Context: an optimization exercise on an open-source flow, tuned for small area, a short achievable clock period and few clock cycles. The choices shown serve that exercise and are no tape-out recipe. Only simulation tests tie the RTL to the original design; equivalence was not proved. No activity file was given, so power comes from the tool's default toggle rates.

==> flow/run.sh <==
#!/bin/bash
# synth_recipe.tcl (not shown) runs the flow's synth.tcl, then flattens the netlist and writes it again
# the make line also repeats each setting of config.mk as NAME=value (left out here)
make -C /OpenROAD-flow-scripts/flow DESIGN_CONFIG=/design/flow/config.mk WORK_HOME=/design/flow/orfs CLKGATE_MAP_FILE= SYNTH_SCRIPT=/design/flow/synth_recipe.tcl finish
==> flow/design.v <==
module dmem_responder #(
    parameter int DATA_W = 16,
    parameter int ADDR_W = 16,
    parameter int DEPTH  = 256,
    parameter int LAT    = 2
) (
    input  logic              clk_i,
    input  logic              rst_i,
    input  logic [ADDR_W-1:0] mem_addr_i,
    input  logic              mem_read_en_i,
    input  logic              mem_write_en_i,
    input  logic [DATA_W-1:0] mem_write_data_i,
    output logic [DATA_W-1:0] mem_read_data_o,
    output logic              dcache_valid_o,
    output logic              mem_busy_o,
    output logic              addr_err_o
);
    localparam int IDX_W  = ADDR_W - 1;
    localparam int RAM_AW = (DEPTH > 1) ? $clog2(DEPTH) : 1;
    localparam int CNT_W  = (LAT > 1) ? $clog2(LAT) : 1;
    localparam logic [CNT_W-1:0] CNT_LOAD = CNT_W'((LAT > 1) ? (LAT - 1) : 0);
    typedef enum logic [1:0] {
        S_IDLE = 2'd0,
        S_WAIT = 2'd1,
        S_RESP = 2'd2
    } state_t;
    state_t            r_state;
    state_t            w_state_nxt;
    logic [CNT_W-1:0]  r_cnt;
    logic [CNT_W-1:0]  w_cnt_nxt;
    logic [RAM_AW-1:0] r_idx;
    logic [DATA_W-1:0] r_wdata;
    logic              r_is_wr;
    logic              r_in_range;
    logic [DATA_W-1:0] r_rdata;
    logic [DATA_W-1:0] r_ram [DEPTH];
    logic [IDX_W-1:0]  w_word;
    logic              w_req;
    logic              w_in_range;
    logic              w_accept;
    logic              w_access;
    logic [RAM_AW-1:0] w_acc_idx;
    logic [DATA_W-1:0] w_acc_wdata;
    logic              w_acc_wr;
    logic              w_acc_in_range;
    logic              w_unused_addr0;
    assign w_word         = mem_addr_i[ADDR_W-1:1];
    assign w_unused_addr0 = mem_addr_i[0];
    assign w_req          = mem_read_en_i | mem_write_en_i;
    assign w_in_range     = (64'(w_word) < 64'(DEPTH));
    always_comb begin
        w_state_nxt = r_state;
        w_cnt_nxt   = r_cnt;
        w_accept    = 1'b0;
        unique case (r_state)
            S_IDLE, S_RESP: begin
                if (w_req) begin
                    w_accept = 1'b1;
                    if (LAT > 1) begin
                        w_state_nxt = S_WAIT;
                        w_cnt_nxt   = CNT_LOAD;
                    end else begin
                        w_state_nxt = S_RESP;
                    end
                end else begin
                    w_state_nxt = S_IDLE;
                end
            end
            S_WAIT: begin
                if (r_cnt == CNT_W'(1)) begin
                    w_state_nxt = S_RESP;
                end else begin
                    w_cnt_nxt = r_cnt - CNT_W'(1);
                end
            end
            default: begin
                w_state_nxt = S_IDLE;
            end
        endcase
    end
    always_comb begin
        w_access = (w_state_nxt == S_RESP);
        if (r_state == S_WAIT) begin
            w_acc_idx      = r_idx;
            w_acc_wdata    = r_wdata;
            w_acc_wr       = r_is_wr;
            w_acc_in_range = r_in_range;
        end else begin
            w_acc_idx      = w_word[RAM_AW-1:0];
            w_acc_wdata    = mem_write_data_i;
            w_acc_wr       = mem_write_en_i;
            w_acc_in_range = w_in_range;
        end
    end
    always_ff @(posedge clk_i) begin
        if (!rst_i) begin
            r_state    <= S_IDLE;
            r_cnt      <= '0;
            r_idx      <= '0;
            r_wdata    <= '0;
            r_is_wr    <= 1'b0;
            r_in_range <= 1'b0;
        end else begin
            r_state <= w_state_nxt;
            r_cnt   <= w_cnt_nxt;
            if (w_accept) begin
                r_idx      <= w_word[RAM_AW-1:0];
                r_wdata    <= mem_write_data_i;
                r_is_wr    <= mem_write_en_i;
                r_in_range <= w_in_range;
            end
        end
    end
    always_ff @(posedge clk_i) begin
        if (!rst_i) begin
            r_rdata <= '0;
        end else if (w_access && !w_acc_wr) begin
            r_rdata <= w_acc_in_range ? r_ram[w_acc_idx] : '0;
        end
    end
    always_ff @(posedge clk_i) begin
        if (rst_i && w_access && w_acc_wr && w_acc_in_range) begin
            r_ram[w_acc_idx] <= w_acc_wdata;
        end
    end
    assign mem_read_data_o = r_rdata;
    assign dcache_valid_o  = (r_state == S_RESP);
    assign mem_busy_o      = (r_state == S_WAIT);
    assign addr_err_o      = (r_state == S_RESP) && !r_in_range;
endmodule
==> flow/config.mk <==
export PLATFORM = sky130hd
export DESIGN_NAME = dmem_responder
export DESIGN_NICKNAME = dmem_responder
export VERILOG_FILES = /design/flow/design.v
export SDC_FILE = /design/flow/constraint.sdc
export NUM_CORES = 4
export LEC_CHECK = 0
export CAP_MARGIN = 20
export CORE_MARGIN = 2
export CORE_UTILIZATION = 35
export PLACE_DENSITY = 0.45
export SLEW_MARGIN = 20
export SYNTH_MEMORY_MAX_BITS = 16384
==> flow/constraint.sdc <==
create_clock -name core_clock -period 5.0 [get_ports {clk_i}]
set_input_delay 1.0000 -clock core_clock [delete_from_list [all_inputs] [get_ports {clk_i}]]
set_output_delay 1.0000 -clock core_clock [all_outputs]
set_load 0.01 [all_outputs]
==> impl_metrics.yaml <==
sta:
  setup_slack_ns: 0.376
  setup-violations-final: 0
  grt_setup_unrepaired: "no"
  slew_violations: 0
  fin_crit_share: 0.925
  worst_setup_skew_after_layout_ns: 0.0722
  timing.fmax_mhz: 216
  layout_min_cycle_time_ns: 4.62
  final_hold_viol_count: 0
  worst_slew_pin_slew_ns: 1.19
  slew_headroom: 0.196
  whs_ns: 0.465
worst_setup_path:
  worst_ep_required_time_ns: 5.93
  timing.critical_path.arrival_ns: 5.56
  timing.critical_path.to_type: "flop"
  timing_worst_setup_path_type: "flop to flop"
  timing.critical_path.fanout_max: 47
  cp-start-kind: "flop"
placed_design:
  final_weighted_congestion_in_routability_driven_placement: 0.837
  dpl_cell_area_sq_um: 164000
  place_hpwl_um: 299000
  cell_total_after_placement: 14700
  port_buffers: 53
  place_worst_setup_slack_ns: -0.212
logic_synthesis:
  synthesis.area_per_instance_sq_um: 17.2
  number_of_cells_produced_by_synthesis: 8725
  yosysTopAreaCellShare: 0.820
  ys.warnings.count: 1
  ys_top_cells_by_area: "sky130_fd_sc_hd__edfxtp_1 82%, sky130_fd_sc_hd__o22ai_1 8.0%, sky130_fd_sc_hd__o21ai_0 3.0%"
  synth_cell_type_count: 49
  yosys_register_bits: 4141
  synth.cell_area_sq_um: 150000
  synthDominantAreaCellType: "sky130_fd_sc_hd__edfxtp_1"
  post_syn_nets: 8761
  synth_enable_flop_cells: 4096
  synth_seq_area_share: 0.826
  synthFlopType: "sky130_fd_sc_hd__edfxtp_1"
  synth_async_sr_flop_share: 0
floorplanning:
  fp_rows: 240
  die-area_sq_um: 434000
  initial_utilization: 0.351
  placeableCoreArea_sq_um: 427000
  floorplan.die.width_um: 659
  ios: 55
  fp.dieH_um: 659
drt:
  via_count: 89800
  drtPass1Iterations: 6
  via_per_inst: 5.80
  antenna_left: 0
  drt_first_iter_violations: 11100
  wl_per_cell_um: 32.6
  route.detailed.drc: 0
  wl_um: 506000
global_route:
  gr-usage-met1: 0.320
  antenna_found_initial: 23
  first_pass_grt_wire_length_um: 699000
  grt.met3_usage: 0.0302
  grt.overflow.total: 0
  pin_count_of_the_biggest_net_entering_global_routing: 135
  grt.total_usage: 0.226
  grt_pass1_vias: 87700
  grt_most_used_layer: "met2"
  globalRouteMet2Util: 0.363
cts:
  cts.sinks: 4141
  ctsRootBufferMaster: "sky130_fd_sc_hd__clkbuf_16"
  cts_setup_buffers: 0
  cts_tree: "built"
  hold_buffers: 0
  ctsResizeCount: 0
  clk_latency_ns: 1.01
  cts_buffer_depth: 4
  cts.reportedPaths.clkPinSlew_ns: 0.06
  htreeDepth: 5
  cts_made_buffers: 439
status:
  status: "no timing/DRC/antenna violations"
pwr:
  peakVddDrop_v: 0.000321
  power.share.combinational: 0.088
  net-switching-power_mw: 18.7
  power_switching_share: 0.240
  clock_power_share: 0.412
  pint_mw: 59.0
  power_density_cells_nw_per_um2: 435
  total_leakage_power_nw: 54.3
  power_mw: 77.6
  seq_power_share: 0.500
min_path:
  worstHoldPathType: "flop to flop"
layout:
  final_layout_size_suffix_gt1_frac: 0.165
  final-instance-count-excl-fill: 15500
  num-fill-cells: 38100
  register_area_sq_um: 124000
  multi_input_comb_area_sq_um: 24100
  final_area_sq_um: 178000
  num-nets-final: 9469
  layout-area-overhead-vs-synth_pct: 18.9
run:
  maxCapViolations: 0
-- critical path, stage by stage (launching register included) --
cell and delay, ns:
sky130_fd_sc_hd__dfxtp_1 0.44, sky130_fd_sc_hd__nand2b_4 0.36, sky130_fd_sc_hd__buf_4 0.37, sky130_fd_sc_hd__mux2_8 0.54, sky130_fd_sc_hd__buf_12 0.30, sky130_fd_sc_hd__buf_12 0.29
sky130_fd_sc_hd__o22ai_1 0.11, sky130_fd_sc_hd__o21ai_0 0.51, sky130_fd_sc_hd__a41oi_1 0.34, sky130_fd_sc_hd__o41ai_1 0.75, sky130_fd_sc_hd__buf_4 0.23, sky130_fd_sc_hd__nand4_1 0.08
sky130_fd_sc_hd__o21ai_1 0.13
-- per-stage QoR --
step | TNS (ns) | util
3_3_place_gp | -1.08 | 0.385
6_report | 0 | 0.418
3_5_place_dp | -0.960 | 0.385
5_1_grt | 0 | 0.418
2_1_floorplan | -279.06 | -
4_1_cts | 0 | 0.418
-- sequential cells by signal (all words and copies together), names as in the netlist --
| name | count |
|---|---|
| r_state | 2 |
| r_wdata | 16 |
| r_rdata | 16 |
| r_is_wr | 1 |
| r_ram | 4096 |
| r_cnt | 1 |
| r_in_range | 1 |
| r_idx | 8 |
-- final cells by class --
type,instances,share of cell area
tap,5687,0.0399
antenna,14,0.000196
clock buffer,543,0.0655
multi-input combinational,3932,0.135
inverter,8,0.000168
sequential,4141,0.695
timing repair buffer,911,0.0507
clock inverter,265,0.0134
-- Yosys cell counts (all sizes together), types with 2 or more instances --
master      n
edfxtp   4096
o22ai    1920
o21ai     983
buf       328
clkbuf    316
nor2      263
a41oi     235
nand2     150
a22oi     128
o41ai      72
a21oi      64
dfxtp      45
a21boi     26
nand4      22
nand3       9
inv         8
a31oi       7
nand2b      7
o21a        7
a31o        5
o31a        4
o31ai       4
nor2b       3
nor3        3
nor4        3
a222oi      2
and3        2
and4bb      2
o2111ai     2
or3         2
-- layer usage --
metal,vias to the layer above,part of all wire
met5,-,0.000053
met4,4,0.031
met3,662,0.067
met2,3457,0.47
met1,47700,0.43
li1,38100,-
-- cell families (layout without fill, tap and decap cells) --
logic type	Yosys count	count (layout)	share of synthesized area
DFF	4141	4141	0.826
AOI/OAI and AO/OA	3460	3460	0.143
buffers and inverters	652	1727	0.0187
and+or+nand+nor	470	470	0.0127
muxes	2	2	0.000142
other	0	14	0
-- power groups by stage --
stage          clock, mW  combinational (mW)  sequential [mW]
2_1_floorplan          0                2.97             39.8
3_3_place_gp           0                6.72             39.5
3_5_place_dp           0                6.79             39.5
4_1_cts             32.5                6.81             38.8
5_1_grt             33.8                7.13             38.8
6_report            32.0                6.83             38.8
-- layout by cell type (no fill, tap or decap), types with 118 or more instances in the layout --
| cell | synthesis | final |
|---|---|---|
| sky130_fd_sc_hd__o22ai_1 | 1920 | 1920 |
| sky130_fd_sc_hd__buf_4 | 13 | 692 |
| sky130_fd_sc_hd__o21ai_0 | 899 | 899 |
| sky130_fd_sc_hd__buf_12 | 0 | 166 |
| sky130_fd_sc_hd__nand2_1 | 150 | 118 |
| sky130_fd_sc_hd__nor2_1 | 263 | 205 |
| sky130_fd_sc_hd__a41oi_1 | 235 | 235 |
| sky130_fd_sc_hd__clkbuf_16 | 0 | 449 |
| sky130_fd_sc_hd__edfxtp_1 | 4096 | 4096 |
| sky130_fd_sc_hd__clkinv_1 | 0 | 120 |
| sky130_fd_sc_hd__a22oi_1 | 128 | 128 |
-- path summary, 6_finish.rpt --
path	startpoint	end	slack, ns	depth (start not counted)
min	r_wdata[8]$_SDFFE_PN0P_	r_wdata[8]$_SDFFE_PN0P_	0.46	2
max	r_state[1]$_SDFF_PN0_	r_rdata[8]$_SDFFE_PN0P_	0.38	12
max reg2reg	r_state[1]$_SDFF_PN0_	r_rdata[8]$_SDFFE_PN0P_	0.38	12
min reg2reg	r_wdata[8]$_SDFFE_PN0P_	r_wdata[8]$_SDFFE_PN0P_	0.46	2
Testbench counts, summed over its fixed seeds: cycles 48,008.

## afterwards: timing with drivers on the ports
Ports are ideal in the flow. The routed layout listed here was re-timed in OpenROAD. Step 1: set_driving_cell puts a clkbuf_16 on clk_i and a buf_2 on each other input, an assumption about the parent block. Step 2 also shifts input and output timing later by t, the mid clock arrival at the registers, as if the neighbouring blocks saw the same clock. Three values: ideal, step 1, step 2; two values: the first two.
t (ns): 1.091
slack for setup (ns): 0.376 / 0.376 / -0.290
worst data-port slew with drivers (ns): 0.05
pins driven straight from the clock port: 1
With both steps, setup timing fails in this run, where it was met with ideal ports. For this run, drivers alone change the setup slack by 0.000 ns; drivers and shift together by -0.666 ns.
